This is an optimization exercise on Yosys and OpenROAD, whose aim is small area, a short achievable clock period and few clock cycles per item, not a production implementation.
At most, simulation tests tie the RTL to the original design; equivalence was not proved.
Only the layout flow was run in run 6; the RTL was not checked for function there.
Power figures rest on the tool's default switching activity, not on a simulated workload.

## flow/config.mk

```make
export PLATFORM = sky130hd
export DESIGN_NAME = mult_stage
export DESIGN_NICKNAME = mult_stage
export VERILOG_FILES = /design/flow/design.v
export SDC_FILE = /design/flow/constraint.sdc
export NUM_CORES = 4
export LEC_CHECK = 0
export CAP_MARGIN = 20
export CORE_MARGIN = 2
export CORE_UTILIZATION = 40
export CTS_BUF_LIST = sky130_fd_sc_hd__clkbuf_4 sky130_fd_sc_hd__clkbuf_8
export SETUP_SLACK_MARGIN = 4.5
export SLEW_MARGIN = 20
export TNS_END_PERCENT = 20
```

## flow/constraint.sdc

```tcl
create_clock -name core_clock -period 10.0 [get_ports {i_clk}]
set_input_delay 2.0000 -clock core_clock [delete_from_list [all_inputs] [get_ports {i_clk}]]
set_output_delay 2.0000 -clock core_clock [all_outputs]
set_load 0.01 [all_outputs]
```

## flow/design.v

```verilog
package mult_stage_pkg;
  localparam int DWD     = 16;
  localparam int PSUMDWD = 32;
  localparam int PEROW   = 4;
  localparam int SLW     = 4;
  localparam int NSL     = DWD / SLW;
  localparam int SIW     = $clog2(NSL);
  localparam int NTW     = 3;
  typedef enum logic [2:0] {XNOR = 3'd0, P1, P2, P3, P4} ms_mode_e;
  typedef enum logic [1:0] {MS_IDLE, MS_CALC, MS_HOLD} ms_fsm_e;
  typedef struct packed {
    logic [3:0] ssctl;
    logic [3:0] ssppctl;
  } ms_out_ctl_t;
  typedef struct packed {
    logic [2:0]     mode;
    logic [NTW-1:0] inumt;
    logic [NTW-1:0] wnumt;
    logic [DWD-1:0] au_mask;
    ms_out_ctl_t    pass;
  } ms_ctl_t;
endpackage
import mult_stage_pkg::*;
module mult_fa (input logic a, b, c, output logic s, co);
  assign s  = a ^ b ^ c;
  assign co = (a & b) | (a & c) | (b & c);
endmodule
module mult_fa1 (input logic a, b, output logic s, co);
  assign s  = ~(a ^ b);
  assign co = a | b;
endmodule
module mult_ha (input logic a, b, output logic s, co);
  assign s  = a ^ b;
  assign co = a & b;
endmodule
module mult_slice_lane
#(parameter int NMC = 12)
(
  input  logic               is_x,      
  input  logic [3:0]         sa,        
  input  logic [3:0]         wen,       
  input  logic [DWD-1:0]     a,
  input  logic [DWD-1:0]     w,
  input  logic [DWD-1:0]     mx,        
  input  logic [NMC-1:0]     nmc,       
  output logic [PSUMDWD-1:0] cs_s,
  output logic [PSUMDWD-1:0] cs_c
);
  logic [DWD-1:0] ae;
  logic [16:0] ax;
  logic [16:0] pp [8];
  logic [7:0]  nb;
  logic [15:0] xb;
  assign ae = ({DWD{sa[0]}} & {{12{a[3]}},  a[3:0]})
            | ({DWD{sa[1]}} & {{8{a[7]}},   a[7:0]})
            | ({DWD{sa[2]}} & {{4{a[11]}},  a[11:0]})
            | ({DWD{sa[3]}} & a);
  assign ax = {ae[15], ae};
  always_comb begin
    for (int j = 0; j < 8; j++) begin
      logic b2, b1, b0, en, one, two, ng, nx;
      b2  = w[2*j+1];
      b1  = w[2*j];
      b0  = (j == 0) ? 1'b0 : w[2*j-1];
      en  = wen[j/2];
      one = en & (b1 ^ b0);
      two = en & ((b2 & ~b1 & ~b0) | (~b2 & b1 & b0));
      ng  = en & b2 & ~(b1 & b0);
      nx  = (j == 2) ? (ng | is_x) : ng;
      nb[j] = (j == 2) ? (ng & ~is_x) : ng;
      for (int k = 0; k < 17; k++)
        pp[j][k] = ((one & ax[k]) | (two & ((k == 0) ? 1'b0 : ax[k-1]))) ^ nx;
    end
  end
  assign xb = ~(a ^ w) & mx;
  logic s7, c7;
  logic s8, c8;
  logic s9, c9;
  logic s10, c10;
  logic s11, c11;
  logic s12, c12;
  logic s13, c13;
  logic s14, c14;
  logic s15, c15;
  logic s16, c16;
  logic s17, c17;
  logic s18, c18;
  logic s19, c19;
  logic s20, c20;
  logic s21, c21;
  logic s22, c22;
  logic s23, c23;
  logic s24, c24;
  logic s25, c25;
  logic s26, c26;
  logic s27, c27;
  logic s28, c28;
  logic s29, c29;
  logic s30, c30;
  logic s31, c31;
  logic s32, c32;
  logic s33, c33;
  logic s34, c34;
  logic s35, c35;
  logic s36, c36;
  logic s37, c37;
  logic s38, c38;
  logic s39, c39;
  logic s40, c40;
  logic s41, c41;
  logic s42, c42;
  logic s43, c43;
  logic s44, c44;
  logic s45, c45;
  logic s46, c46;
  logic s47, c47;
  logic s48, c48;
  logic s49, c49;
  logic s50, c50;
  logic s51, c51;
  logic s52, c52;
  logic s53, c53;
  logic s54, c54;
  logic s55, c55;
  logic s56, c56;
  logic s57, c57;
  logic s58, c58;
  logic s59, c59;
  logic s60, c60;
  logic s61, c61;
  logic s62, c62;
  logic s63, c63;
  logic s64, c64;
  logic s65, c65;
  logic s66, c66;
  logic s67, c67;
  logic s68, c68;
  logic s69, c69;
  logic s70, c70;
  logic s71, c71;
  logic s72, c72;
  logic s73, c73;
  logic s74, c74;
  logic s75, c75;
  logic s76, c76;
  logic s77, c77;
  logic s78, c78;
  logic s79, c79;
  logic s80, c80;
  logic s81, c81;
  logic s82, c82;
  logic s83, c83;
  logic s84, c84;
  logic s85, c85;
  logic s86, c86;
  logic s87, c87;
  logic s88, c88;
  logic s89, c89;
  logic s90, c90;
  logic s91, c91;
  logic s92, c92;
  logic s93, c93;
  logic s94, c94;
  logic s95, c95;
  logic s96, c96;
  logic s97, c97;
  logic s98, c98;
  logic s99, c99;
  logic s100, c100;
  logic s101, c101;
  logic s102, c102;
  logic s103, c103;
  logic s104, c104;
  logic s105, c105;
  logic s106, c106;
  logic s107, c107;
  logic s108, c108;
  logic s109, c109;
  logic s110, c110;
  logic s111, c111;
  logic s112, c112;
  logic s113, c113;
  logic s114, c114;
  logic s115, c115;
  logic s116, c116;
  logic s117, c117;
  logic s118, c118;
  logic s119, c119;
  logic s120, c120;
  logic s121, c121;
  logic s122, c122;
  logic s123, c123;
  logic s124, c124;
  logic s125, c125;
  logic s126, c126;
  logic s127, c127;
  logic s128, c128;
  logic s129, c129;
  logic s130, c130;
  logic s131, c131;
  logic s132, c132;
  logic s133, c133;
  logic s134, c134;
  logic s135, c135;
  logic s136, c136;
  logic s137, c137;
  logic s138, c138;
  logic s139, c139;
  logic s140, c140;
  logic s141, c141;
  logic s142, c142;
  mult_fa u7 (.a(xb[0]), .b(xb[1]), .c(xb[2]), .s(s7), .co(c7));
  mult_fa u8 (.a(xb[3]), .b(xb[4]), .c(xb[5]), .s(s8), .co(c8));
  mult_fa u9 (.a(xb[6]), .b(xb[7]), .c(xb[8]), .s(s9), .co(c9));
  mult_fa u10 (.a(xb[9]), .b(xb[10]), .c(xb[11]), .s(s10), .co(c10));
  mult_fa u11 (.a(xb[12]), .b(xb[13]), .c(xb[14]), .s(s11), .co(c11));
  mult_fa u12 (.a(xb[15]), .b(nmc[7]), .c(nmc[8]), .s(s12), .co(c12));
  mult_fa u13 (.a(nmc[6]), .b(nmc[9]), .c(nmc[10]), .s(s13), .co(c13));
  mult_ha u14 (.a(nb[1]), .b(c9), .s(s14), .co(c14));
  mult_fa u15 (.a(nb[0]), .b(nmc[1]), .c(nmc[2]), .s(s15), .co(c15));
  mult_fa u16 (.a(nmc[11]), .b(s9), .c(s10), .s(s16), .co(c16));
  mult_fa u17 (.a(s11), .b(s7), .c(s8), .s(s17), .co(c17));
  mult_fa u18 (.a(c10), .b(c11), .c(c7), .s(s18), .co(c18));
  mult_fa u19 (.a(c8), .b(pp[0][2]), .c(pp[1][0]), .s(s19), .co(c19));
  mult_ha u20 (.a(c12), .b(s14), .s(s20), .co(c20));
  mult_ha u21 (.a(nb[5]), .b(pp[0][10]), .s(s21), .co(c21));
  mult_ha u22 (.a(pp[0][11]), .b(pp[1][9]), .s(s22), .co(c22));
  mult_fa u23 (.a(nb[6]), .b(pp[0][12]), .c(pp[1][10]), .s(s23), .co(c23));
  mult_ha u24 (.a(pp[2][8]), .b(pp[3][6]), .s(s24), .co(c24));
  mult_fa u25 (.a(pp[0][13]), .b(pp[1][11]), .c(pp[2][9]), .s(s25), .co(c25));
  mult_ha u26 (.a(pp[3][7]), .b(pp[4][5]), .s(s26), .co(c26));
  mult_fa u27 (.a(nb[7]), .b(pp[0][14]), .c(pp[1][12]), .s(s27), .co(c27));
  mult_fa u28 (.a(pp[2][10]), .b(pp[3][8]), .c(pp[4][6]), .s(s28), .co(c28));
  mult_ha u29 (.a(pp[5][4]), .b(pp[6][2]), .s(s29), .co(c29));
  mult_fa u30 (.a(pp[0][15]), .b(pp[1][13]), .c(pp[2][11]), .s(s30), .co(c30));
  mult_fa u31 (.a(pp[3][9]), .b(pp[4][7]), .c(pp[5][5]), .s(s31), .co(c31));
  mult_ha u32 (.a(pp[6][3]), .b(pp[7][1]), .s(s32), .co(c32));
  mult_fa1 u33 (.a(~pp[0][16]), .b(pp[1][14]), .s(s33), .co(c33));
  mult_fa u34 (.a(pp[2][12]), .b(pp[3][10]), .c(pp[4][8]), .s(s34), .co(c34));
  mult_fa u35 (.a(pp[5][6]), .b(pp[6][4]), .c(pp[7][2]), .s(s35), .co(c35));
  mult_fa1 u36 (.a(pp[1][15]), .b(pp[2][13]), .s(s36), .co(c36));
  mult_fa u37 (.a(pp[3][11]), .b(pp[4][9]), .c(pp[5][7]), .s(s37), .co(c37));
  mult_ha u38 (.a(pp[6][5]), .b(pp[7][3]), .s(s38), .co(c38));
  mult_fa u39 (.a(~pp[1][16]), .b(pp[2][14]), .c(pp[3][12]), .s(s39), .co(c39));
  mult_fa u40 (.a(pp[4][10]), .b(pp[5][8]), .c(pp[6][6]), .s(s40), .co(c40));
  mult_fa1 u41 (.a(pp[2][15]), .b(pp[3][13]), .s(s41), .co(c41));
  mult_ha u42 (.a(pp[4][11]), .b(pp[5][9]), .s(s42), .co(c42));
  mult_fa u43 (.a(~pp[2][16]), .b(pp[3][14]), .c(pp[4][12]), .s(s43), .co(c43));
  mult_fa u44 (.a(nmc[0]), .b(nmc[3]), .c(nmc[4]), .s(s44), .co(c44));
  mult_fa u45 (.a(pp[0][1]), .b(s12), .c(c15), .s(s45), .co(c45));
  mult_ha u46 (.a(s13), .b(s16), .s(s46), .co(c46));
  mult_fa u47 (.a(c13), .b(s18), .c(c16), .s(s47), .co(c47));
  mult_fa u48 (.a(c17), .b(s19), .c(s20), .s(s48), .co(c48));
  mult_fa u49 (.a(pp[0][3]), .b(pp[1][1]), .c(c14), .s(s49), .co(c49));
  mult_fa u50 (.a(c18), .b(c19), .c(c20), .s(s50), .co(c50));
  mult_fa u51 (.a(nb[2]), .b(pp[0][4]), .c(pp[1][2]), .s(s51), .co(c51));
  mult_ha u52 (.a(nb[3]), .b(pp[0][6]), .s(s52), .co(c52));
  mult_ha u53 (.a(pp[0][7]), .b(pp[1][5]), .s(s53), .co(c53));
  mult_fa u54 (.a(nb[4]), .b(pp[0][8]), .c(pp[1][6]), .s(s54), .co(c54));
  mult_ha u55 (.a(pp[2][4]), .b(pp[3][2]), .s(s55), .co(c55));
  mult_fa u56 (.a(pp[0][9]), .b(pp[1][7]), .c(pp[2][5]), .s(s56), .co(c56));
  mult_ha u57 (.a(pp[3][3]), .b(pp[4][1]), .s(s57), .co(c57));
  mult_fa u58 (.a(pp[1][8]), .b(pp[2][6]), .c(pp[3][4]), .s(s58), .co(c58));
  mult_fa u59 (.a(pp[4][2]), .b(pp[5][0]), .c(s21), .s(s59), .co(c59));
  mult_fa u60 (.a(pp[2][7]), .b(pp[3][5]), .c(pp[4][3]), .s(s60), .co(c60));
  mult_fa u61 (.a(pp[5][1]), .b(c21), .c(s22), .s(s61), .co(c61));
  mult_fa u62 (.a(pp[4][4]), .b(pp[5][2]), .c(pp[6][0]), .s(s62), .co(c62));
  mult_fa u63 (.a(c22), .b(s24), .c(s23), .s(s63), .co(c63));
  mult_fa u64 (.a(pp[5][3]), .b(pp[6][1]), .c(c24), .s(s64), .co(c64));
  mult_fa u65 (.a(s26), .b(c23), .c(s25), .s(s65), .co(c65));
  mult_fa u66 (.a(pp[7][0]), .b(c26), .c(s29), .s(s66), .co(c66));
  mult_fa u67 (.a(c25), .b(s27), .c(s28), .s(s67), .co(c67));
  mult_fa u68 (.a(c29), .b(s32), .c(c27), .s(s68), .co(c68));
  mult_fa u69 (.a(c28), .b(s30), .c(s31), .s(s69), .co(c69));
  mult_fa u70 (.a(c32), .b(c30), .c(c31), .s(s70), .co(c70));
  mult_fa u71 (.a(s33), .b(s34), .c(s35), .s(s71), .co(c71));
  mult_fa u72 (.a(s38), .b(c33), .c(c34), .s(s72), .co(c72));
  mult_fa u73 (.a(c35), .b(s36), .c(s37), .s(s73), .co(c73));
  mult_fa u74 (.a(pp[7][4]), .b(c38), .c(c36), .s(s74), .co(c74));
  mult_fa u75 (.a(c37), .b(s39), .c(s40), .s(s75), .co(c75));
  mult_fa u76 (.a(pp[6][7]), .b(pp[7][5]), .c(s42), .s(s76), .co(c76));
  mult_fa u77 (.a(c39), .b(c40), .c(s41), .s(s77), .co(c77));
  mult_fa u78 (.a(pp[5][10]), .b(pp[6][8]), .c(pp[7][6]), .s(s78), .co(c78));
  mult_fa u79 (.a(c42), .b(c41), .c(s43), .s(s79), .co(c79));
  mult_fa u80 (.a(pp[4][13]), .b(pp[5][11]), .c(pp[6][9]), .s(s80), .co(c80));
  mult_fa u81 (.a(pp[7][7]), .b(~pp[3][15]), .c(c43), .s(s81), .co(c81));
  mult_fa u82 (.a(pp[3][15]), .b(~pp[3][16]), .c(pp[4][14]), .s(s82), .co(c82));
  mult_fa u83 (.a(pp[5][12]), .b(pp[6][10]), .c(pp[7][8]), .s(s83), .co(c83));
  mult_fa1 u84 (.a(pp[4][15]), .b(pp[5][13]), .s(s84), .co(c84));
  mult_ha u85 (.a(pp[6][11]), .b(pp[7][9]), .s(s85), .co(c85));
  mult_fa u86 (.a(~pp[4][16]), .b(pp[5][14]), .c(pp[6][12]), .s(s86), .co(c86));
  mult_ha u87 (.a(nmc[5]), .b(pp[0][0]), .s(s87), .co(c87));
  mult_fa u88 (.a(c44), .b(s17), .c(s45), .s(s88), .co(c88));
  mult_fa u89 (.a(c45), .b(c46), .c(s47), .s(s89), .co(c89));
  mult_fa u90 (.a(s49), .b(c47), .c(s50), .s(s90), .co(c90));
  mult_fa u91 (.a(pp[2][0]), .b(s51), .c(c49), .s(s91), .co(c91));
  mult_fa u92 (.a(pp[0][5]), .b(pp[1][3]), .c(pp[2][1]), .s(s92), .co(c92));
  mult_fa u93 (.a(pp[1][4]), .b(pp[2][2]), .c(pp[3][0]), .s(s93), .co(c93));
  mult_fa u94 (.a(pp[2][3]), .b(pp[3][1]), .c(c52), .s(s94), .co(c94));
  mult_fa u95 (.a(pp[4][0]), .b(c53), .c(s55), .s(s95), .co(c95));
  mult_fa u96 (.a(c55), .b(s57), .c(c54), .s(s96), .co(c96));
  mult_fa u97 (.a(c57), .b(c56), .c(s58), .s(s97), .co(c97));
  mult_fa u98 (.a(c58), .b(s60), .c(c59), .s(s98), .co(c98));
  mult_fa u99 (.a(c60), .b(s62), .c(c61), .s(s99), .co(c99));
  mult_fa u100 (.a(c62), .b(s64), .c(c63), .s(s100), .co(c100));
  mult_fa u101 (.a(c64), .b(s66), .c(c65), .s(s101), .co(c101));
  mult_fa u102 (.a(c66), .b(c67), .c(s68), .s(s102), .co(c102));
  mult_fa u103 (.a(c68), .b(c69), .c(s70), .s(s103), .co(c103));
  mult_fa u104 (.a(c70), .b(c71), .c(s72), .s(s104), .co(c104));
  mult_fa u105 (.a(c72), .b(c73), .c(s74), .s(s105), .co(c105));
  mult_fa u106 (.a(c74), .b(s76), .c(c75), .s(s106), .co(c106));
  mult_fa u107 (.a(s78), .b(c76), .c(c77), .s(s107), .co(c107));
  mult_fa u108 (.a(c78), .b(s80), .c(c79), .s(s108), .co(c108));
  mult_fa u109 (.a(c80), .b(s82), .c(s83), .s(s109), .co(c109));
  mult_fa u110 (.a(s85), .b(c82), .c(c83), .s(s110), .co(c110));
  mult_fa u111 (.a(pp[7][10]), .b(c85), .c(c84), .s(s111), .co(c111));
  mult_fa u112 (.a(pp[6][13]), .b(pp[7][11]), .c(~pp[5][15]), .s(s112), .co(c112));
  mult_fa u113 (.a(pp[5][15]), .b(~pp[5][16]), .c(pp[6][14]), .s(s113), .co(c113));
  mult_ha u114 (.a(s15), .b(s87), .s(s114), .co(c114));
  mult_fa u115 (.a(c87), .b(s46), .c(s88), .s(s115), .co(c115));
  mult_fa u116 (.a(s48), .b(c88), .c(s89), .s(s116), .co(c116));
  mult_fa u117 (.a(c48), .b(c89), .c(s90), .s(s117), .co(c117));
  mult_fa u118 (.a(c50), .b(s91), .c(c90), .s(s118), .co(c118));
  mult_fa u119 (.a(c51), .b(s92), .c(c91), .s(s119), .co(c119));
  mult_fa u120 (.a(s52), .b(c92), .c(s93), .s(s120), .co(c120));
  mult_fa u121 (.a(s53), .b(c93), .c(s94), .s(s121), .co(c121));
  mult_fa u122 (.a(s54), .b(c94), .c(s95), .s(s122), .co(c122));
  mult_fa u123 (.a(s56), .b(c95), .c(s96), .s(s123), .co(c123));
  mult_fa u124 (.a(c96), .b(s59), .c(s97), .s(s124), .co(c124));
  mult_fa u125 (.a(s61), .b(c97), .c(s98), .s(s125), .co(c125));
  mult_fa u126 (.a(s63), .b(c98), .c(s99), .s(s126), .co(c126));
  mult_fa u127 (.a(s65), .b(c99), .c(s100), .s(s127), .co(c127));
  mult_fa u128 (.a(s67), .b(c100), .c(s101), .s(s128), .co(c128));
  mult_fa u129 (.a(s69), .b(c101), .c(s102), .s(s129), .co(c129));
  mult_fa u130 (.a(s71), .b(c102), .c(s103), .s(s130), .co(c130));
  mult_fa u131 (.a(s73), .b(c103), .c(s104), .s(s131), .co(c131));
  mult_fa u132 (.a(s75), .b(c104), .c(s105), .s(s132), .co(c132));
  mult_fa u133 (.a(s77), .b(c105), .c(s106), .s(s133), .co(c133));
  mult_fa u134 (.a(s79), .b(c106), .c(s107), .s(s134), .co(c134));
  mult_fa u135 (.a(s81), .b(c107), .c(s108), .s(s135), .co(c135));
  mult_fa u136 (.a(c81), .b(s109), .c(c108), .s(s136), .co(c136));
  mult_fa u137 (.a(s84), .b(c109), .c(s110), .s(s137), .co(c137));
  mult_fa u138 (.a(s86), .b(c110), .c(s111), .s(s138), .co(c138));
  mult_fa u139 (.a(c86), .b(s112), .c(c111), .s(s139), .co(c139));
  mult_fa u140 (.a(pp[7][12]), .b(c112), .c(s113), .s(s140), .co(c140));
  mult_fa u141 (.a(pp[7][13]), .b(~pp[6][15]), .c(c113), .s(s141), .co(c141));
  mult_fa u142 (.a(pp[6][15]), .b(~pp[6][16]), .c(pp[7][14]), .s(s142), .co(c142));
  assign cs_s = {1'b1, pp[7][15], ~pp[7][15], s142, c140, s140, c138, c137, s137, c135, c134, c133, c132, c131, c130, c129, c128, c127, c126, c125, c124, c123, c122, c121, c120, s120, s119, c117, c116, c115, c114, s44};
  assign cs_c = {1'b0, ~pp[7][16], c142, c141, s141, c139, s139, s138, c136, s136, s135, s134, s133, s132, s131, s130, s129, s128, s127, s126, s125, s124, s123, s122, s121, c119, c118, s118, s117, s116, s115, s114};
endmodule
module mult_nm_compress (input logic [15:0] n, output logic [11:0] o);
  logic s1, c1;
  logic s2, c2;
  logic s3, c3;
  logic s4, c4;
  logic s5, c5;
  logic s6, c6;
  mult_fa u1 (.a(n[0]), .b(n[1]), .c(n[2]), .s(s1), .co(c1));
  mult_ha u2 (.a(n[3]), .b(n[4]), .s(s2), .co(c2));
  mult_fa u3 (.a(n[5]), .b(n[6]), .c(n[7]), .s(s3), .co(c3));
  mult_fa u4 (.a(n[8]), .b(n[9]), .c(n[10]), .s(s4), .co(c4));
  mult_fa u5 (.a(n[11]), .b(n[12]), .c(n[13]), .s(s5), .co(c5));
  mult_ha u6 (.a(n[14]), .b(n[15]), .s(s6), .co(c6));
  assign o = {c1, c4, c3, c2, c6, c5, s1, s4, s3, s2, s6, s5};
endmodule
import mult_stage_pkg::*;
module mult_stage
(
  input  logic                            i_clk,
  input  logic                            i_rst,
  input  logic                            FS_rdy,
  output logic                            FS_ack,
  input  logic [32:0]                     i_ctl,
  input  logic [PEROW*DWD-1:0]            i_input,
  input  logic [PEROW*DWD-1:0]            i_weight,
  input  logic [PEROW*PSUMDWD-1:0]        i_psum,
  output logic                            MS_rdy,
  input  logic                            MS_ack,
  output logic [PEROW*PSUMDWD-1:0]        o_prod,
  output logic [PEROW*PSUMDWD-1:0]        o_psum,
  output logic [7:0]                      o_ctl
);
  mult_stage_pkg::ms_ctl_t ctl;
  assign ctl = i_ctl;
  function automatic [3:0] numt_oh(input [NTW-1:0] n);
    case (n)
      3'd0, 3'd1: numt_oh = 4'b0001;
      3'd2:       numt_oh = 4'b0010;
      3'd3:       numt_oh = 4'b0100;
      default:    numt_oh = 4'b1000;
    endcase
  endfunction
  logic full, is_mul, is_x;
  logic [3:0] sa, wen;
  logic [DWD-1:0] mx, nmx;
  logic [11:0] nmc;
  logic [PEROW*PSUMDWD-1:0] cs_s, cs_c, s_q, c_q;
  assign MS_rdy = full;
  assign FS_ack = FS_rdy && (!full || MS_ack);
  assign is_x   = ctl.mode == XNOR;
  assign is_mul = (ctl.mode != XNOR) && (ctl.mode <= P4);
  assign sa     = {4{is_mul}} & numt_oh(ctl.inumt);
  assign wen    = {ctl.wnumt >= 3'd4, ctl.wnumt >= 3'd3, ctl.wnumt >= 3'd2, 1'b1};
  assign mx     = {DWD{is_x}} & ctl.au_mask;
  assign nmx    = {DWD{is_x}} & ~ctl.au_mask;
  mult_nm_compress u_nmc (.n(nmx), .o(nmc));
  always_ff @(posedge i_clk) begin
    if (i_rst)       full <= 1'b0;
    else if (FS_ack) full <= 1'b1;
    else if (MS_ack) full <= 1'b0;
  end
  always_ff @(posedge i_clk) begin
    if (FS_ack) begin
      s_q    <= cs_s;
      c_q    <= cs_c;
      o_psum <= i_psum;
      o_ctl  <= ctl.pass;
    end
  end
  for (genvar r = 0; r < PEROW; r++) begin : g_lane
    mult_slice_lane u_lane (
      .is_x   (is_x),
      .sa     (sa),
      .wen    (wen),
      .a      (i_input[DWD*r +: DWD]),
      .w      (i_weight[DWD*r +: DWD]),
      .mx     (mx),
      .nmc    (nmc),
      .cs_s   (cs_s[PSUMDWD*r +: PSUMDWD]),
      .cs_c   (cs_c[PSUMDWD*r +: PSUMDWD])
    );
    logic [PSUMDWD-1:0] sg, sp, gg, pp;
    assign sg = s_q[PSUMDWD*r +: PSUMDWD] & c_q[PSUMDWD*r +: PSUMDWD];
    assign sp = s_q[PSUMDWD*r +: PSUMDWD] ^ c_q[PSUMDWD*r +: PSUMDWD];
    always_comb begin
      gg = sg;
      pp = sp;
      for (int l = 0; l < 5; l++)
        for (int i = 0; i < PSUMDWD; i++)
          if ((i >> l) & 1) begin
            gg[i] = gg[i] | (pp[i] & gg[((i >> l) << l) - 1]);
            pp[i] = pp[i] & pp[((i >> l) << l) - 1];
          end
    end
    assign o_prod[PSUMDWD*r +: PSUMDWD] = sp ^ {gg[PSUMDWD-2:0], 1'b0};
  end
endmodule
```

## flow/flow/run.sh

```bash
#!/bin/bash
# The standard layout, with every port buffered by a minimum-size buffer
# (sky130_fd_sc_hd__buf_1) instead of the delay cell buffer_ports picks by itself.
set -euo pipefail
bash standard.sh "BUFFER_PORTS_ARGS=-buffer_cell sky130_fd_sc_hd__buf_1" finish > standard_make.log 2>&1
```

## flow/standard.sh

```bash
#!/bin/bash
# synth_recipe.tcl (not shown) runs the flow's synth.tcl, then flattens the netlist and writes it again
# the make line also repeats each setting of config.mk as NAME=value (left out here)
make -C /OpenROAD-flow-scripts/flow DESIGN_CONFIG=/design/flow/config.mk WORK_HOME=/design/flow/orfs CLKGATE_MAP_FILE= SYNTH_SCRIPT=/design/flow/synth_recipe.tcl "${@:-finish}"
```

==> run notes, run 1 <==
run status timing/DRC/antenna clean; latest clock arrival within the worst-skew pair 0.76 ns; Worst Path Arrival 3.91 ns; Num CTS Buffers 74; max-cap violations 0; min Tclk post-route 5.91 ns; internal power 0.00599 W; Slew headroom 35.0%; Die Height 322 um; worst slew pin tran 0.965 ns; switching share of total power 44.6%; final slew viol count 0; total power 0.0108 W; synthesized area 40500 um^2; DRT iter0 DRCs 3002; first-pass GRT wire length 205000 um; Lkg Pwr 19.1 nW; syn_area_per_cell 10.4 um^2; top post-synthesis cells by area edfxtp_1 (28%), fa_1 (23%), xnor2_1 (8.4%); Setup Skew 0.0321 ns; DRT Pass-1 Iters 5; Clock Pin Slew Worst Setup and Hold Paths 0.07 ns; R2R setup slack 7.14 ns; cts hold-fix bufs 0; Net Switching 0.00483 W; Gate Count Post-Synth 3913; DRC viols 0; Final GP Congestion 0.932; syn_nets 4919; critical path class reg -> out; IO buf count 558; CP Launch Type register; Critical Path End Type primary output; CP max FO 4; synth unique cells 62; # H-tree levels 3; initial core utilization 40.4%; vias per inst 5.40; CP required 8.00 ns; Endpoint, Worst Hold full; routed wire length 140000 um; Async SR Flop Fraction 0%; CTS Sinks 382; Worst Hold Class reg -> reg; Final WS setup 4.09 ns; most numerous cell in the Yosys netlist inv_1; Max clock buf depth 3; ratio of cells with drive above 1 in the final layout 9.61%; RR Startpoint full; Die X 322 um; Final period util 59.1%; grt ovf 0; DRT antenna net count 0; register bit total from synthesis 382; commonest cells in the netlist inv_1 (521), fa_1 (474), xnor2_1 (390), o22ai_1 (382), edfxtp_1 (381); CTS tree done; Vias 32000; hold_sp full; Reg power frac 24.5%; hold path depth 2; Nets 5495; core area 100000 um^2; area leader, netlist edfxtp_1; Max Freq 169 MHz; I/O Pins 559; Finish-stage setup viols 0; Clk pwr share 14.8%; Core Rows 116; Combinational Power Share 60.7%; pin count of the biggest net entering global routing 148; initial antenna violation count 89; VDD IR-drop max 0.213 mV; sequential element share of the synthesized area 28.3%; unrepaired setup endpoints after global routing yes; DR WL/cell 23.7 um; vias in the first global route 31500; Hold Fails Final Rpt 0; number of synthesized flops with an enable pin 381; yosys warns 4; die area 104000 um^2; Setup TNS Final 0 ns; Root Buffer clkbuf_8; Finished Core Util 47.1%; area grow syn2layout 16.5%; top_reg_cell synth edfxtp_1; Reg2Reg Depth 4; top cell type's share of synthesized area 28.2%; Setup WS pre-CTS 2.48 ns; r2r endpoint c_q[30]; gr usage total 26.7%; Detailed Place HPWL 108000 um; Cell Pwr Density 229 nW/um^2
==> power groups by stage <==
stage | logic (W) | clock network, W | registers, W
2_1_floorplan | 0.00425 | 0 | 0.00265
3_3_place_gp | 0.00614 | 0 | 0.00268
3_5_place_dp | 0.00625 | 0 | 0.00268
4_1_cts | 0.00655 | 0.00165 | 0.00266
5_1_grt | 0.00745 | 0.00171 | 0.00269
6_report | 0.00657 | 0.00160 | 0.00265
==> repair_timing <==
item,in CTS,in global routing
resized for setup,117,73
setup endpoints to repair,238,175
buffers inserted,34,39
gates cloned,4,2
pin swaps,39,45
==> per-layer routing <==
metal | wire (um) | part of all wire (%) | global-route usage, % | vias to the layer above
met4 | 5530 | 3.9 | 11.2 | 70
li1 | - | - | - | 14500
met1 | 56000 | 40 | 33.9 | 15800
met2 | 64900 | 46 | 42.2 | 1390
met3 | 13600 | 9.7 | 8.22 | 295
met5 | 460 | 0.33 | 0 | -
==> critical path: stages, from the launching register on <==
cell and delay [ns]:
edfxtp_1 0.42, buf_6 0.16, buf_4 0.14, ha_4 0.15
inv_2 0.05, fa_2 0.23, nor2b_4 0.05, o2111ai_4 0.21
nand3_2 0.11, and3_4 0.18, a41o_1 0.23, and3_4 0.19
or2_4 0.26, a22o_4 0.27, or2_1 0.23, xor2_1 0.13
clkbuf_2 0.15
==> kinds of logic after synthesis <==
| family | count (synthesis) | share of synthesized area (%) |
|---|---|---|
| buf+inv | 767 | 7.16 |
| compound gates | 868 | 13.8 |
| simple gates | 552 | 6.34 |
| flops | 382 | 28.3 |
| fa+ha+maj | 713 | 30.8 |
| xor+xnor | 631 | 13.6 |
==> layout make-up <==
cell class,instances,area (um^2)
multi-input combinational,2765,26900
clock buffer,91,1150
sequential,382,11500
inverter,532,2000
timing repair buffer,734,3580
tap,1357,1700
clock inverter,35,293
fill,9574,53100
antenna,43,108
==> per-stage QoR <==
| step | hold slack (ns) | instance area (um^2) | std cells |
|---|---|---|---|
| after detailed placement | 0.551 | 44200 | 5691 |
| after CTS | 0.559 | 46500 | 5855 |
| after global routing | 0.580 | 47100 | 5920 |
| after floorplan | 0.568 | 40500 | 3913 |
| after global placement | 0.545 | 44200 | 5691 |
| final | 0.554 | 47200 | 5939 |
==> cells in the final DEF (no fill, tap or decap), types with 40 or more instances in the layout <==
master,instances
o211ai_1,40
ha_1,231
diode_2,43
a21oi_1,87
a21o_1,72
edfxtp_1,381
nand2_1,202
o21ai_0,60
nand3_1,54
o22ai_1,382
nor2_1,125
nor2b_1,44
buf_4,152
xor2_1,241
clkbuf_8,75
xnor2_1,389
inv_1,514
buf_1,534
o21ai_1,52
fa_1,469
==> flip-flops by register name (all words and copies together), names as in the netlist <==
signal  count
o_psum    128
c_q       124
s_q       121
o_ctl       8
full        1
==> how the worst max path moves through the flow <==
stage | from | to | cells past startpoint
5_1_grt | c_q[36] | o_prod[58] | 12
4_1_cts | s_q[96] | o_prod[27] | 15
3_5_place_dp | i_ctl[31] | c_q[111] | 17
2_1_floorplan | MS_ack | FS_ack | 2
6_report | s_q[96] | o_prod[27] | 16
3_3_place_gp | i_ctl[31] | c_q[114] | 15
Testbench counts, summed over its fixed seeds: cycles 3,208, items 3,200.
==> run 2: changes to the inputs <==
--- a/flow/config.mk
+++ b/flow/config.mk
@@ -9,6 +9,5 @@
 export CORE_MARGIN = 2
 export CORE_UTILIZATION = 40
-export CTS_BUF_LIST = sky130_fd_sc_hd__clkbuf_4 sky130_fd_sc_hd__clkbuf_8
-export SETUP_SLACK_MARGIN = 4.5
+export SETUP_SLACK_MARGIN = 4.4
 export SLEW_MARGIN = 20
-export TNS_END_PERCENT = 20
+export TNS_END_PERCENT = 10
==> run notes, run 2 <==
CP Launch Type input pin; syn_nets 4919; Core Rows 116; most used cell, CP fa_1; Max Freq 171 MHz; syn_area_per_cell 10.4 um^2; synth unique cells 62; initial core utilization 40.4%; grt ovf 0; unrepaired setup endpoints after global routing yes; Max clock buf depth 3; most frequent cells in the layout buf_1 (545), inv_1 (515), fa_1 (470); worst path bufs/invs 5; IO buf count 558; Num CTS Buffers 47; cts hold-fix bufs 0; commonest non-fill, non-tap cell in the layout buf_1; worst slew pin tran 0.963 ns; pin count of the biggest net entering global routing 148; Clk pwr share 15.4%; die area 104000 um^2; Largest register FFs 128; VDD IR-drop max 0.214 mV; Setup TNS Final 0 ns; vias in the first global route 31300; commonest cells in the netlist inv_1 (521), fa_1 (474), xnor2_1 (390), o22ai_1 (382), edfxtp_1 (381); DRT Pass-1 Iters 6; Hold Slack 0.554 ns; gr usage total 26.5%; largest registers o_psum (128), c_q (124), s_q (121); ratio of cells with drive above 1 in the final layout 7.44%; Cell Count, Final, Fillers Out 5869; Lkg Pwr 18.9 nW; DRT iter0 DRCs 2629; run status timing/DRC/antenna clean; Die X 322 um; routed wire length 139000 um; Finish-stage setup viols 0; Cell Pwr Density 230 nW/um^2; delay-heaviest family, CP adder cells; Nets 5441; max-cap violations 0; CTS tree done; switching share of total power 44.1%; Final GP Congestion 0.932; yosys warns 4; Gate Count Post-Synth 3913; I/O Pins 559; Setup Skew 0.0257 ns; synthesized area 40500 um^2; worst-path cell chain clkbuf_2 > buf_4 > a21oi_1 > nor3b_4 > inv_1 > xnor2_1 > fa_1 > inv_1 > fa_1 > fa_1 > inv_1 > fa_1; Slew headroom 35.1%; Die Height 322 um; initial antenna violation count 87; vias per inst 5.39; Slowest-stage cell, CP nor3b_4; Root Buffer clkbuf_16; min Tclk post-route 5.84 ns; Inst Count DP 5691; final slew viol count 0; # H-tree levels 2; Vias 31600; Async SR Flop Fraction 0%; fillers 9549; area leader, netlist edfxtp_1; sequential element share of the synthesized area 28.3%; core area 100000 um^2; CTS Sinks 382; Critical Path End Type register; top cell type's share of synthesized area 28.2%; critical path class in -> reg; top_reg_cell synth edfxtp_1; Net Switching 0.00476 W; DRT antenna net count 0; Worst Hold Class reg -> reg; Most flops, register o_psum; number of synthesized flops with an enable pin 381; Clock Pin Slew Worst Setup and Hold Paths 0.06 ns; first-pass GRT wire length 203000 um; DRC viols 0; Reg power frac 24.6%; DR WL/cell 23.6 um; critical path's largest stage delay 0.68 ns; Hold Fails Final Rpt 0; register bit total from synthesis 382; CP required 10.38 ns; CP max FO 28; Combinational Power Share 60.0%; Detailed Place HPWL 108000 um; top post-synthesis cells by area edfxtp_1 (28%), fa_1 (23%), xnor2_1 (8.4%); area grow syn2layout 15.7%; internal power 0.00603 W; Final period util 58.4%; latest clock arrival within the worst-skew pair 0.63 ns; Worst Path Arrival 6.22 ns; most numerous cell in the Yosys netlist inv_1
[run 2: cell types whose count changed in the layout (fill, tap and decap cells not counted), sizes merged]
| cell | change |
|---|---|
| buf | -22 |
| bufbuf | +1 |
| bufinv | -1 |
| clkbuf | -36 |
| clkinv | -6 |
| clkinvlp | -1 |
| diode | -4 |
| inv | -1 |
[run 2: power groups by stage]
| stage | Combinational (W) | Clock (W) | Sequential, W |
|---|---|---|---|
| 4_1_cts | 0.00649 | 0.00171 | 0.00266 |
| 3_3_place_gp | 0.00614 | 0 | 0.00268 |
| 6_report | 0.00648 | 0.00166 | 0.00265 |
| 5_1_grt | 0.00737 | 0.00176 | 0.00270 |
| 2_1_floorplan | 0.00425 | 0 | 0.00265 |
| 3_5_place_dp | 0.00625 | 0 | 0.00268 |
[run 2: repair_timing]
item | 4_1_cts | 5_1_grt
endpoints found under the setup margin | 217 | 139
setup buffers | 37 | 12
gates resized for setup | 88 | 56
endpoints found under the hold margin | 0 | 0
cloned | 3 | 0
pin swaps | 22 | 39
[run 2: logic make-up after synthesis]
| group | count (synthesis) | share of synthesized area, % |
|---|---|---|
| AOI/OAI and AO/OA | 868 | 13.8 |
| buffers and inverters | 767 | 7.16 |
| DFF | 382 | 28.3 |
| xor gates and xnor gates | 631 | 13.6 |
| adders and majority gates | 713 | 30.8 |
| and+or+nand+nor | 552 | 6.34 |
[run 2: per-layer routing]
| layer | vias up | share of wire [%] | global-route usage (%) |
|---|---|---|---|
| met2 | 1292 | 46 | 42.1 |
| met5 | - | 0.35 | 0 |
| met1 | 15600 | 40 | 33.6 |
| met4 | 76 | 3.8 | 10.7 |
| met3 | 266 | 9.3 | 8.14 |
| li1 | 14400 | - | - |
[run 2: area by class of cell]
| type | count | area, um^2 | share of cell area [%] |
|---|---|---|---|
| diodes | 39 | 97.6 | 0.208 |
| clock buffers | 61 | 1250 | 2.67 |
| clock inverters | 26 | 214 | 0.456 |
| inverters | 532 | 2000 | 4.27 |
| multi-input cells | 2765 | 26800 | 57.2 |
| flip-flops and latches | 382 | 11500 | 24.5 |
| well taps | 1357 | 1700 | 3.62 |
| repair buffers | 707 | 3330 | 7.11 |
[run 2: worst register-to-register path, cell delays in order (launching register included)]
cell	delay, ns
dfxtp_1	0.34
a21boi_4	0.12
buf_4	0.44
buf_4	0.68
buf_4	0.75
[run 2: final timing paths]
kind              startpoint       end  slack, ns  cells past startpoint
hold reg to reg         full      full       0.55                      2
setup reg to reg        full  s_q[119]       7.15                      4
hold / removal          full      full       0.55                      2
setup / recovery   i_ctl[26]   c_q[50]       4.16                     12
[run 2: per-stage QoR]
stage / power, W / area, um^2 / setup slack, ns / utilization, %
finish: 0.0108 / 46900 / 4.16 / 46.7
floorplan: 0.00690 / 40500 / -0.106 / -
CTS: 0.0109 / 46500 / 4.09 / 46.3
detailed placement: 0.00893 / 44200 / 2.48 / 44.1
global placement: 0.00882 / 44200 / 2.42 / 44.1
global route: 0.0118 / 46800 / 4.06 / 46.7
==> run 3: changes to the inputs <==
--- a/flow/config.mk
+++ b/flow/config.mk
@@ -8,6 +8,6 @@
 export CAP_MARGIN = 20
 export CORE_MARGIN = 2
-export CORE_UTILIZATION = 40
-export SETUP_SLACK_MARGIN = 4.4
+export CORE_UTILIZATION = 35
+export SETUP_SLACK_MARGIN = 4.5
 export SLEW_MARGIN = 20
 export TNS_END_PERCENT = 10
==> run notes, run 3 <==
Num CTS Buffers 50; register area 11500 um^2; Final period util 58.2%; RR Startpoint full; most numerous cell in the Yosys netlist inv_1; Root Buffer clkbuf_16; top cell type's share of synthesized area 28.2%; Async SR Flop Fraction 0%; # H-tree levels 2; DRT Pass-1 Iters 8; Crit. Startpoint s_q[96]; Setup Skew 0.0170 ns; post-synthesis simple-gate area fraction 6.34%; final slew viol count 0; Inst Count DP 5847; multiplexer area fraction after synthesis 0%; die area 118000 um^2; min Tclk post-route 5.82 ns; Final WS setup 4.18 ns; critical path class reg -> out; commonest non-fill, non-tap cell in the layout buf_1; sequential element share of the synthesized area 28.3%; area share of xor/xnor cells in the synthesized design 13.6%; area leader, netlist edfxtp_1; VDD IR-drop max 0.211 mV; pin count of the biggest net entering global routing 144; adder-cell share of the synthesized area 30.8%; Multi-input gate area 26900 um^2; register bit total from synthesis 382; commonest cells in the netlist inv_1 (521), fa_1 (474), xnor2_1 (390), o22ai_1 (382), edfxtp_1 (381); max-cap violations 0; Worst Hold Class reg -> reg; vias in the first global route 31800; Critical Path End Type primary output; syn_area_per_cell 10.4 um^2; area grow syn2layout 17.9%; DRC viols 0; Hold Fails Final Rpt 0; Max Freq 172 MHz; vias per inst 5.30; fillers 11300; latest clock arrival within the worst-skew pair 0.65 ns; Finish-stage setup viols 0; CP Launch Type register; Die X 344 um; hold path depth 2; top_reg_cell synth edfxtp_1; first-pass GRT wire length 208000 um; hold_sp full; worst slew pin tran 0.913 ns; largest registers o_psum (128), c_q (124), s_q (121); number of synthesized flops with an enable pin 381; Final GP Congestion 0.920; CTS Sinks 382; Compound-Gate Fraction of Synth Area 13.8%; syn_nets 4919; Reg2Reg Depth 3; Nets 5477; yosys warns 4; Lkg Pwr 19.2 nW; DRT antenna net count 0; Hold Slack 0.571 ns; initial core utilization 35.4%; grt ovf 0; Slew headroom 39.1%; most frequent cells in the layout buf_1 (539), inv_1 (514), fa_1 (466); routed wire length 144000 um; Clock Pin Slew Worst Setup and Hold Paths 0.06 ns; CTS tree done; initial antenna violation count 98; unrepaired setup endpoints after global routing yes; gr usage total 23.8%; DRT iter0 DRCs 2668; CP max FO 4; Gate Count Post-Synth 3913; synth unique cells 62; Max clock buf depth 3; core area 115000 um^2; Detailed Place HPWL 111000 um; top post-synthesis cells by area edfxtp_1 (28%), fa_1 (23%), xnor2_1 (8.4%); Cell Count, Final, Fillers Out 6072; I/O Pins 559; Largest register FFs 128; Core Rows 124; Die Height 344 um; Most flops, register o_psum; ratio of cells with drive above 1 in the final layout 9.16%; synthesized area 40500 um^2; largest family of logic cells by synthesized area adder cells; IO buf count 558; Setup WS pre-CTS 2.76 ns; Worst Path Arrival 3.82 ns; run status timing/DRC/antenna clean; DR WL/cell 23.8 um; Vias 32200; Cell Pwr Density 234 nW/um^2; cts hold-fix bufs 0; CP required 8.00 ns
run 3: cell count changes in the layout (fill, tap and decap cells not counted), moves of 5 or more:
cell / delta
nand2_1: -12
nand2_2: +12
buf_1: -6
buf_2: +8
diode_2: +10
buf_4: +11
bufinv_16: +5
a21oi_1: -10
buf_6: +15
a21oi_4: +6
run 3: cell families (layout without fill, tap and decap cells):
kind of cell    Yosys count  count (layout)
other cells               0              49
buf+inv                 767            1365
flops                   382             382
fa+ha+maj               713             713
compound gates          868             868
simple gates            552             552
xor+xnor                631             631
run 3: worst max-delay path: stages, from the launching register on:
cell and delay (ns):
edfxtp_1 0.42, buf_12 0.16, buf_4 0.13, ha_4 0.14, inv_2 0.05, fa_2 0.21, nor2b_2 0.05, o2111ai_2 0.24
nand3_2 0.13, and3_4 0.18, a41o_1 0.23, and3_4 0.18, or2_4 0.25, a22o_4 0.26, or2_1 0.24, xor2_1 0.14
buf_2 0.14
run 3: power by group:
part           internal [W]  switching, W
Sequential          0.00248      0.000166
Combinational       0.00264       0.00399
Clock               0.00112      0.000760
run 3: final cells by class:
type / count / share of cell area, %
Clock buffer: 62 / 2.76
Antenna cell: 49 / 0.257
Inverter: 532 / 4.18
Tap cell: 1512 / 3.96
Sequential cell: 382 / 24.0
Multi-Input combinational cell: 2764 / 56.3
Clock inverter: 30 / 0.796
Timing Repair Buffer: 741 / 7.73
run 3: routing by layer:
metal / vias up / GRT usage, % / wire length (um)
met5: - / 0 / 474
met3: 287 / 7.44 / 14400
met2: 1360 / 38.6 / 67800
met4: 74 / 8.37 / 4480
met1: 16000 / 29.8 / 57200
li1: 14500 / - / -
run 3: worst paths after layout:
path	to	slack (ns)
worst max register to register	s_q[117]	7.34
worst min register to register	full	0.57
worst max-delay path	o_prod[27]	4.18
worst min-delay path	full	0.57
run 3: timing repair:
action	CTS	global route
cloned	4	5
setup endpoints to repair	219	170
pin swaps	42	41
gates resized for setup	117	87
setup buffers	43	32
run 3: metrics by stage:
stage          cell area [um^2]  utilization, %  TNS, ns  power [W]
6_report                  47800            41.7        0     0.0112
5_1_grt                   47700            41.7        0     0.0122
4_1_cts                   47100            41.1        0     0.0113
3_5_place_dp              44400            38.8        0    0.00908
3_3_place_gp              44400            38.8        0    0.00896
2_1_floorplan             40500               -   -0.106    0.00690
==> run 4: changes to the inputs <==
--- a/flow/config.mk
+++ b/flow/config.mk
@@ -8,5 +8,5 @@
 export CAP_MARGIN = 20
 export CORE_MARGIN = 2
-export CORE_UTILIZATION = 35
+export CORE_UTILIZATION = 48
 export SETUP_SLACK_MARGIN = 4.5
 export SLEW_MARGIN = 20
==> run notes, run 4 <==
Largest register FFs 128; syn_nets 4919; CTS tree done; top cell type's share of synthesized area 28.2%; Nets 5438; CP max FO 5; number of synthesized flops with an enable pin 381; DR WL/cell 23.6 um; Die X 295 um; core area 83600 um^2; yosys warns 4; Critical Path End Type primary output; I/O Pins 559; Most flops, register o_psum; vias per inst 5.68; Max clock buf depth 3; Reg2Reg Depth 4; Crit. Startpoint s_q[96]; Hold Fails Final Rpt 0; syn_area_per_cell 10.4 um^2; cts hold-fix bufs 0; most numerous cell in the Yosys netlist inv_1; top post-synthesis cells by area edfxtp_1 (28%), fa_1 (23%), xnor2_1 (8.4%); internal power 0.00609 W; worst slew pin tran 1.11 ns; Reg power frac 24.5%; RR Startpoint full; Num CTS Buffers 45; Cell Pwr Density 231 nW/um^2; grt ovf 0; fillers 7555; Final GP Congestion 0.932; Clk pwr share 16.0%; top_reg_cell synth edfxtp_1; Setup WS pre-CTS 2.47 ns; final slew viol count 0; Combinational Power Share 59.5%; r2r endpoint c_q[119]; area grow syn2layout 15.0%; Final period util 58.6%; unrepaired setup endpoints after global routing yes; Detailed Place HPWL 102000 um; DRT iter0 DRCs 2831; synthesized area 40500 um^2; Setup crit end o_prod[126]; IO buf count 558; latest clock arrival within the worst-skew pair 0.59 ns; Slew headroom 26.0%; initial antenna violation count 81; VDD IR-drop max 0.214 mV; sequential element share of the synthesized area 28.3%; Gate Count Post-Synth 3913; Root Buffer clkbuf_16; initial core utilization 48.5%; Clock Pin Slew Worst Setup and Hold Paths 0.06 ns; # H-tree levels 2; Setup Skew 0.0149 ns; synth unique cells 62; Hold Slack 0.574 ns; area leader, netlist edfxtp_1; Final WS setup 4.14 ns; Net Switching 0.00468 W; switching share of total power 43.5%; gr usage total 30.1%; routed wire length 132000 um; Async SR Flop Fraction 0%; commonest non-fill, non-tap cell in the layout buf_1; Worst Hold Class reg -> reg; largest registers o_psum (128), c_q (124), s_q (121); first-pass GRT wire length 196000 um; run status timing/DRC/antenna clean; Core Rows 106; DRT Pass-1 Iters 6; Worst Path Arrival 3.86 ns; DRC viols 0; CTS Sinks 382; vias in the first global route 31200; pin count of the biggest net entering global routing 167; max-cap violations 0; Lkg Pwr 18.9 nW; DRT antenna net count 0; CP required 8.00 ns; commonest cells in the netlist inv_1 (521), fa_1 (474), xnor2_1 (390), o22ai_1 (382), edfxtp_1 (381); Finish-stage setup viols 0; Die Height 295 um; critical path class reg -> out; die area 86700 um^2; register bit total from synthesis 382; Max Freq 171 MHz; most frequent cells in the layout buf_1 (542), inv_1 (515), fa_1 (469); CP Launch Type register; ratio of cells with drive above 1 in the final layout 7.65%; R2R setup slack 7.13 ns; Vias 31800; min Tclk post-route 5.86 ns
==> run 4: worst min path at each step <==
stage,slack [ns],depth (start not counted),end,from
after floorplan,0.57,2,full,full
after global placement,0.56,2,full,full
after detailed placement,0.56,2,full,full
after CTS,0.57,2,full,full
after global routing,0.61,2,full,full
final,0.57,2,full,full
==> run 4: cell type report <==
| class | count | area [um^2] | share of cell area (%) |
|---|---|---|---|
| clock inverters | 31 | 355 | 0.763 |
| repair buffers | 707 | 3380 | 7.25 |
| inverters | 532 | 2000 | 4.29 |
| diodes | 46 | 115 | 0.247 |
| flip-flops and latches | 382 | 11500 | 24.6 |
| well taps | 1080 | 1350 | 2.90 |
| multi-input cells | 2764 | 26800 | 57.4 |
| clock buffers | 52 | 1170 | 2.52 |
==> run 4: cells by family after synthesis <==
logic type	count (synthesis)	synth area share (%)
adder cells (fa/ha/maj)	713	30.8
XOR/XNOR	631	13.6
AO/OA/AOI/OAI	868	13.8
buffers and inverters	767	7.16
flip-flops	382	28.3
AND/OR/NAND/NOR	552	6.34
==> run 4: through the flow <==
| stage | power [W] | instances | util, % | TNS, ns | cell area, um^2 |
|---|---|---|---|---|---|
| floorplan | 0.00690 | 3913 | - | -0.106 | 40500 |
| global placement | 0.00873 | 5418 | 52.5 | 0 | 43900 |
| detailed placement | 0.00884 | 5418 | 52.5 | 0 | 43900 |
| CTS | 0.0107 | 5536 | 55.2 | 0 | 46100 |
| global route | 0.0118 | 5574 | 55.7 | 0 | 46500 |
| finish | 0.0108 | 5594 | 55.8 | 0 | 46600 |
==> run 4: critical path: stages (launching register included) <==
cell       delay, ns
edfxtp_1        0.49
buf_4           0.16
buf_6           0.10
ha_4            0.11
inv_2           0.03
fa_2            0.37
nor2b_2         0.15
o2111ai_2       0.18
a31o_4          0.30
a21oi_4         0.22
a22o_4          0.19
a221oi_4        0.10
o31ai_4         0.27
o21ai_1         0.10
nand2b_1        0.12
xor2_1          0.18
clkbuf_2        0.16
==> run 4: metal layers <==
layer | part of all wire, % | vias up | GRT usage [%]
li1 | - | 14400 | -
met1 | 39 | 15700 | 38.9
met2 | 47 | 1326 | 47.9
met3 | 9.7 | 319 | 8.28
met4 | 4.2 | 70 | 12.5
met5 | 0.34 | - | 0
==> run 4: power groups by stage <==
| stage | sequential, W | clock (W) | combinational [W] |
|---|---|---|---|
| after floorplan | 0.00265 | 0 | 0.00425 |
| after global placement | 0.00267 | 0 | 0.00607 |
| after detailed placement | 0.00267 | 0 | 0.00617 |
| after CTS | 0.00264 | 0.00176 | 0.00632 |
| after global routing | 0.00268 | 0.00181 | 0.00725 |
| final | 0.00264 | 0.00172 | 0.00641 |
==> run 4: repair_timing <==
item                       in CTS  in global routing
setup endpoints to repair     204                163
setup buffers                  30                 12
pin swaps                      14                 44
gates resized for setup        82                 74
cloned                          5                  0
==> run 5: changes to the inputs <==
--- a/flow/config.mk
+++ b/flow/config.mk
@@ -8,5 +8,5 @@
 export CAP_MARGIN = 20
 export CORE_MARGIN = 2
-export CORE_UTILIZATION = 48
+export CORE_UTILIZATION = 40
 export SETUP_SLACK_MARGIN = 4.5
 export SLEW_MARGIN = 20
==> run notes, run 5 <==
run status timing/DRC/antenna clean; most used cell, CP and3_4; Slew headroom 37.8%; DR WL/cell 23.7 um; Die X 322 um; CP required 8.00 ns; core area 100000 um^2; vias in the first global route 31300; IO buf count 558; grt ovf 0; max-cap violations 0; latest clock arrival within the worst-skew pair 0.63 ns; Num CTS Buffers 47; Setup crit end o_prod[27]; worst-path cell chain buf_6 > buf_4 > ha_4 > inv_2 > fa_2 > nor2b_4 > o2111ai_4 > nand3_2 > and3_4 > a41o_1 > and3_4 > or2_4 > a22o_4 > or2_1 > xor2_1 > buf_2; CP max FO 4; die area 104000 um^2; CTS Sinks 382; syn_nets 4919; Hold Fails Final Rpt 0; Final WS setup 4.24 ns; gr usage total 26.6%; synth unique cells 62; fillers 9523; RR Startpoint full; Root Buffer clkbuf_16; Final GP Congestion 0.932; min Tclk post-route 5.76 ns; commonest cells in the netlist inv_1 (521), fa_1 (474), xnor2_1 (390), o22ai_1 (382), edfxtp_1 (381); r2r endpoint s_q[119]; I/O Pins 559; Detailed Place HPWL 108000 um; Clock Pin Slew Worst Setup and Hold Paths 0.06 ns; critical path's largest stage delay 0.38 ns; Finish-stage setup viols 0; Reg2Reg Depth 4; DRC viols 0; Cell Pwr Density 229 nW/um^2; Worst Hold Class reg -> reg; number of synthesized flops with an enable pin 381; Post-DP Area 44200 um^2; CP Launch Type register; Critical Path End Type primary output; Core Rows 116; yosys warns 4; most numerous cell in the Yosys netlist inv_1; CTS tree done; area leader, netlist edfxtp_1; Setup Skew 0.0264 ns; met2 wire len 64400 um; Nets 5473; syn_area_per_cell 10.4 um^2; sequential element share of the synthesized area 28.3%; routed wire length 140000 um; VDD IR-drop max 0.215 mV; R2R setup slack 7.13 ns; worst slew pin tran 0.934 ns; Async SR Flop Fraction 0%; wl on met1 55800 um; Gate Count Post-Synth 3913; synthesized area 40500 um^2; top_reg_cell synth edfxtp_1; Max Freq 174 MHz; Top Metal Used met5; register area 11500 um^2; largest registers o_psum (128), c_q (124), s_q (121); Setup WS pre-CTS 2.48 ns; Vias 31900; Lkg Pwr 19.1 nW; commonest non-fill, non-tap cell in the layout buf_1; initial antenna violation count 88; ratio of cells with drive above 1 in the final layout 8.86%; area grow syn2layout 16.8%; Worst Path Arrival 3.76 ns; register bit total from synthesis 382; Final period util 57.6%; most frequent cells in the layout buf_1 (542), inv_1 (514), fa_1 (467); Finished Cell Area 47300 um^2; DRT antenna net count 0; Crit. Startpoint s_q[96]; DRT Pass-1 Iters 7; Setup TNS Final 0 ns; final slew viol count 0; Slowest-stage cell, CP edfxtp_1; top post-synthesis cells by area edfxtp_1 (28%), fa_1 (23%), xnor2_1 (8.4%); first-pass GRT wire length 204000 um; Max clock buf depth 3; DRT iter0 DRCs 2867; cts hold-fix bufs 0; Most flops, register o_psum; top cell type's share of synthesized area 28.2%; Die Height 322 um; Largest register FFs 128; initial core utilization 40.4%; unrepaired setup endpoints after global routing yes; DR WL met3 13800 um; critical path class reg -> out; pin count of the biggest net entering global routing 148; vias per inst 5.41; Multi-input gate area 27000 um^2; # H-tree levels 2
-- run 5: cell counts after synthesis --
Identical to the previous run, type by type.
-- run 5: worst min path at each step --
stage,from,endpoint,slack [ns],depth (start not counted)
3_3_place_gp,full,full,0.55,2
3_5_place_dp,full,full,0.55,2
2_1_floorplan,full,full,0.57,2
6_report,full,full,0.55,2
5_1_grt,full,full,0.58,2
4_1_cts,full,full,0.56,2
-- run 5: per-stage QoR --
stage / std cells / util, % / power [W] / hold WS (ns)
2_1_floorplan: 3913 / - / 0.00690 / 0.568
3_3_place_gp: 5691 / 44.1 / 0.00882 / 0.545
3_5_place_dp: 5691 / 44.1 / 0.00893 / 0.551
4_1_cts: 5826 / 46.4 / 0.0109 / 0.560
5_1_grt: 5886 / 47.1 / 0.0119 / 0.580
6_report: 5902 / 47.2 / 0.0109 / 0.554
-- run 5: routing by layer --
metal / GRT usage, % / up-vias
li1: - / 14400
met1: 33.6 / 15800
met2: 42.2 / 1362
met3: 8.46 / 285
met4: 10.7 / 70
met5: 0 / -
-- run 5: worst max-delay path, delay by kind of cell (launching register included) --
kind / cells / cell delay, ns
fa+ha+maj: 2 / 0.38
flops: 1 / 0.38
buf+inv: 4 / 0.49
compound gates: 3 / 0.71
simple gates: 6 / 1.02
xor+xnor: 1 / 0.14
-- run 5: report_power, final --
part	switching [W]	internal (W)	total, W
combinational	0.00390	0.00265	0.00654
clock	0.000723	0.000937	0.00166
sequential	0.000169	0.00248	0.00265
total	0.00479	0.00607	0.0109
-- run 5: cells by family after synthesis --
family / share of synthesized area, %
simple gates: 6.34
xor+xnor: 13.6
flops: 28.3
buf+inv: 7.16
fa+ha+maj: 30.8
compound gates: 13.8
-- run 5: cell type report --
cell class | count | area share (%)
tap | 1357 | 3.59
clock buffer | 61 | 2.64
clock inverter | 26 | 0.452
sequential | 382 | 24.2
inverter | 532 | 4.23
antenna | 40 | 0.212
multi-input combinational | 2765 | 57.0
timing repair buffer | 739 | 7.65
-- run 5: what timing repair did --
| action | CTS | global route |
|---|---|---|
| setup endpoints to repair | 226 | 166 |
| gates cloned | 4 | 3 |
| resized for setup | 103 | 97 |
| pin swaps | 29 | 54 |
| buffers inserted | 44 | 33 |
==> run 6: changes to the inputs <==
--- a/flow/design.v
+++ b/flow/design.v
@@ -44,7 +44,8 @@
   input  logic [DWD-1:0]     mx,        
   input  logic [NMC-1:0]     nmc,       
-  output logic [PSUMDWD-1:0] cs_s,
-  output logic [PSUMDWD-1:0] cs_c
+  output logic [PSUMDWD-1:0] cs_p,      
+  output logic [PSUMDWD-1:0] cs_g       
 );
+  logic [PSUMDWD-1:0] cs_s, cs_c;
   logic [DWD-1:0] ae;
   logic [16:0] ax;
@@ -348,4 +349,6 @@
   assign cs_s = {1'b1, pp[7][15], ~pp[7][15], s142, c140, s140, c138, c137, s137, c135, c134, c133, c132, c131, c130, c129, c128, c127, c126, c125, c124, c123, c122, c121, c120, s120, s119, c117, c116, c115, c114, s44};
   assign cs_c = {1'b0, ~pp[7][16], c142, c141, s141, c139, s139, s138, c136, s136, s135, s134, s133, s132, s131, s130, s129, s128, s127, s126, s125, s124, s123, s122, s121, c119, c118, s118, s117, s116, s115, s114};
+  assign cs_p = cs_s ^ cs_c;
+  assign cs_g = cs_s & cs_c;
 endmodule
 module mult_nm_compress (input logic [15:0] n, output logic [11:0] o);
@@ -395,5 +398,5 @@
   logic [DWD-1:0] mx, nmx;
   logic [11:0] nmc;
-  logic [PEROW*PSUMDWD-1:0] cs_s, cs_c, s_q, c_q;
+  logic [PEROW*PSUMDWD-1:0] cs_p, cs_g, p_q, g_q;
   assign MS_rdy = full;
   assign FS_ack = FS_rdy && (!full || MS_ack);
@@ -412,6 +415,6 @@
   always_ff @(posedge i_clk) begin
     if (FS_ack) begin
-      s_q    <= cs_s;
-      c_q    <= cs_c;
+      p_q    <= cs_p;
+      g_q    <= cs_g;
       o_psum <= i_psum;
       o_ctl  <= ctl.pass;
@@ -427,10 +430,10 @@
       .mx     (mx),
       .nmc    (nmc),
-      .cs_s   (cs_s[PSUMDWD*r +: PSUMDWD]),
-      .cs_c   (cs_c[PSUMDWD*r +: PSUMDWD])
+      .cs_p   (cs_p[PSUMDWD*r +: PSUMDWD]),
+      .cs_g   (cs_g[PSUMDWD*r +: PSUMDWD])
     );
     logic [PSUMDWD-1:0] sg, sp, gg, pp;
-    assign sg = s_q[PSUMDWD*r +: PSUMDWD] & c_q[PSUMDWD*r +: PSUMDWD];
-    assign sp = s_q[PSUMDWD*r +: PSUMDWD] ^ c_q[PSUMDWD*r +: PSUMDWD];
+    assign sg = g_q[PSUMDWD*r +: PSUMDWD];
+    assign sp = p_q[PSUMDWD*r +: PSUMDWD];
     always_comb begin
       gg = sg;
--- a/flow/config.mk
+++ b/flow/config.mk
@@ -11,3 +11,3 @@
 export SETUP_SLACK_MARGIN = 4.5
 export SLEW_MARGIN = 20
-export TNS_END_PERCENT = 10
+export TNS_END_PERCENT = 20
==> run notes, run 6 <==
run status timing/DRC/antenna clean; top post-synthesis cells by area edfxtp_1 (28%), fa_1 (22%), xnor2_1 (8.4%); Critical Path End Type register; Worst Path Arrival 6.19 ns; CP Launch Type input pin; Setup WS pre-CTS 1.74 ns; unrepaired setup endpoints after global routing yes; area grow syn2layout 18.8%; Combinational Power Share 55.6%; latest clock arrival within the worst-skew pair 0.65 ns; most used cell, CP inv_1; Worst Hold Class reg -> reg; hold_sp full; DRT antenna net count 0; top cell type's share of synthesized area 27.9%; CTS tree done; largest registers o_psum (128), g_q (124), p_q (124); Reg2Reg Depth 4; Slowest-stage cell, CP fa_1; syn_area_per_cell 10.2 um^2; IO buf count 558; Nets 5632; DR WL/cell 23.8 um; Root Buffer clkbuf_16; initial core utilization 40.5%; Multi-input gate area 27900 um^2; fillers 9576; Most flops, register o_psum; Final GP Congestion 0.933; Max Freq 172 MHz; critical path class in -> reg; most numerous cell in the Yosys netlist inv_1; Cell Pwr Density 226 nW/um^2; ratio of cells with drive above 1 in the final layout 12.6%; yosys warns 4; Core Rows 117; Hold Fails Final Rpt 0; RR Startpoint full; Gate Count Post-Synth 4042; r2r endpoint g_q[71]; DRC viols 0; Clock Pin Slew Worst Setup and Hold Paths 0.06 ns; first-pass GRT wire length 213000 um; Net Switching 0.00471 W; vias in the first global route 33100; DRT iter0 DRCs 2767; Cell Count, Final, Fillers Out 6051; number of synthesized flops with an enable pin 384; Slew headroom 32.8%; I/O Pins 559; initial antenna violation count 61; Endpoint, Worst Hold full; Detailed Place HPWL 108000 um; Hold Slack 0.618 ns; R2R setup slack 6.59 ns; grt ovf 0; sequential element share of the synthesized area 27.9%; register area 11600 um^2; max-cap violations 0; Vias 33200; Inst Count DP 5811; synthesized area 41400 um^2; core area 102000 um^2; Async SR Flop Fraction 0%; commonest non-fill, non-tap cell in the layout buf_1; DRT Pass-1 Iters 5; worst slew pin tran 1.01 ns; Post-DP Area 44800 um^2; Final WS setup 4.19 ns; Setup Skew 0.0316 ns; Largest register FFs 128; syn_nets 5052; routed wire length 144000 um; synth unique cells 67; switching share of total power 42.4%; pin count of the biggest net entering global routing 152; Die Height 326 um; most frequent cells in the layout buf_1 (554), inv_1 (507), fa_1 (400); # H-tree levels 2; top_reg_cell synth edfxtp_1; CP max FO 7; Die X 326 um; Num CTS Buffers 49; commonest cells in the netlist inv_1 (545), fa_1 (454), xnor2_1 (397), edfxtp_1 (384), o22ai_1 (381); Finished Cell Area 49100 um^2; Final period util 58.1%; Lkg Pwr 19.8 nW; internal power 0.00641 W; die area 106000 um^2; vias per inst 5.49; Finish-stage setup viols 0; final slew viol count 0; critical path's largest stage delay 0.49 ns; VDD IR-drop max 0.207 mV; area leader, netlist edfxtp_1; delay-heaviest family, CP adder cells; Crit. Startpoint i_ctl[31]; register bit total from synthesis 385; Clk pwr share 16.9%; gr usage total 26.6%; worst-path cell chain buf_1 > nor2_2 > ha_4 > buf_12 > and2_4 > buf_12 > or2_4 > buf_12 > a21oi_4 > buf_6 > o22ai_1 > xor2_1 > ha_1 > inv_1 > fa_1 > inv_1 > fa_1 > inv_1 > fa_1 > inv_1 > ha_1; Max clock buf depth 3; Setup TNS Final 0 ns; min Tclk post-route 5.81 ns; worst path bufs/invs 9; Reg power frac 27.5%; hold path depth 2; CP required 10.37 ns; CTS Sinks 385
==> run 6: cell count changes in the layout (fill, tap and decap cells not counted), moves of 16 or more <==
cell and change:
fa_2 +47, o22ai_2 +25, fa_1 -67, o22ai_1 -35, buf_12 +20, nand2_2 +24
o21ai_1 -33, nor2_1 +22, o21ai_0 +42, inv_2 +27, buf_4 -16, diode_2 -20
ha_1 +17
==> run 6: kinds of logic after synthesis <==
| logic type | count (synthesis) | share of synthesized area [%] |
|---|---|---|
| flops | 385 | 27.9 |
| simple gates | 633 | 7.20 |
| xor+xnor | 632 | 13.4 |
| fa+ha+maj | 717 | 29.9 |
| buf+inv | 785 | 7.48 |
| compound gates | 887 | 14.0 |
| mux | 3 | 0.0726 |
==> run 6: worst max-delay path by stage <==
stage	cells past startpoint	to
2_1_floorplan	2	FS_ack
3_3_place_gp	15	p_q[112]
3_5_place_dp	15	p_q[112]
4_1_cts	20	p_q[46]
5_1_grt	20	p_q[83]
6_report	21	p_q[83]
==> run 6: final cells by class <==
class	count	share of cell area, %
Multi-Input combinational cell	2877	56.8
Sequential cell	385	23.5
Timing Repair Buffer	757	8.44
Inverter	552	4.23
Tap cell	1368	3.48
Clock buffer	55	2.54
Clock inverter	37	0.930
Antenna cell	20	0.102
==> run 6: tightest hold or removal path: cells and delay by family, from the launching register on <==
family	cells	cell delay, ns
simple gates	1	0.05
compound gates	1	0.17
flops	1	0.35
==> run 6: per-layer routing <==
metal	GRT usage, %	share of wire [%]
met1	33.8	40
met2	44.2	48
met3	7.21	9.0
met4	8.13	3.2
met5	0	0.30
==> run 6: per-stage QoR <==
| stage | utilization [%] | total power [W] |
|---|---|---|
| CTS | 47.5 | 0.0112 |
| detailed placement | 43.9 | 0.00898 |
| global placement | 43.8 | 0.00882 |
| finish | 48.1 | 0.0111 |
| global route | 48.1 | 0.0123 |
| floorplan | - | 0.00706 |
==> run 6: repair_timing <==
action                     CTS  global route
setup buffers               99            16
setup endpoints to repair  220           180
resized for setup          231            98
hold buffers                 0             0
gates cloned                11             1
pin swaps                   95            45
==> run 6: power groups by stage <==
stage | sequential (W) | clock, W | combinational (W)
floorplan | 0.00300 | 0 | 0.00405
global placement | 0.00309 | 0 | 0.00573
detailed placement | 0.00308 | 0 | 0.00590
CTS | 0.00306 | 0.00193 | 0.00621
global route | 0.00312 | 0.00199 | 0.00714
finish | 0.00306 | 0.00188 | 0.00618

-- static timing again, ports no longer ideal --
The results above use ideal ports. As a check the final layouts listed here were re-extracted and re-timed, cells and wires unchanged.
Step 1: set_driving_cell puts a clkbuf_16 on i_clk and a buf_2 on each other input, an assumption about the parent block.
Step 2 times the ports against the registers' clock, not the clock port: input delays grow and output delays shrink by t, the midpoint of the rising clock arrivals with the driver on.
Slacks: no drivers / after step 1 / after step 2; pairs: no drivers / after step 1.
run	t, ns	slack for setup (ns)	worst setup path at the end
run 1	0.799	4.092 / 4.024 / 3.353	input to register
run 2	0.696	4.158 / 4.178 / 3.500	input to register
run 3	0.703	4.177 / 4.114 / 3.698	input to register
run 4	0.661	4.142 / 4.069 / 3.608	input to register
run 5	0.694	4.237 / 4.172 / 3.655	input to register
run 6	0.703	4.186 / 4.231 / 3.528	input to register
After both steps every run listed still meets setup and hold. For run 1, which loses most, drivers alone change the setup slack by -0.068 ns; drivers and shift together by -0.739 ns.
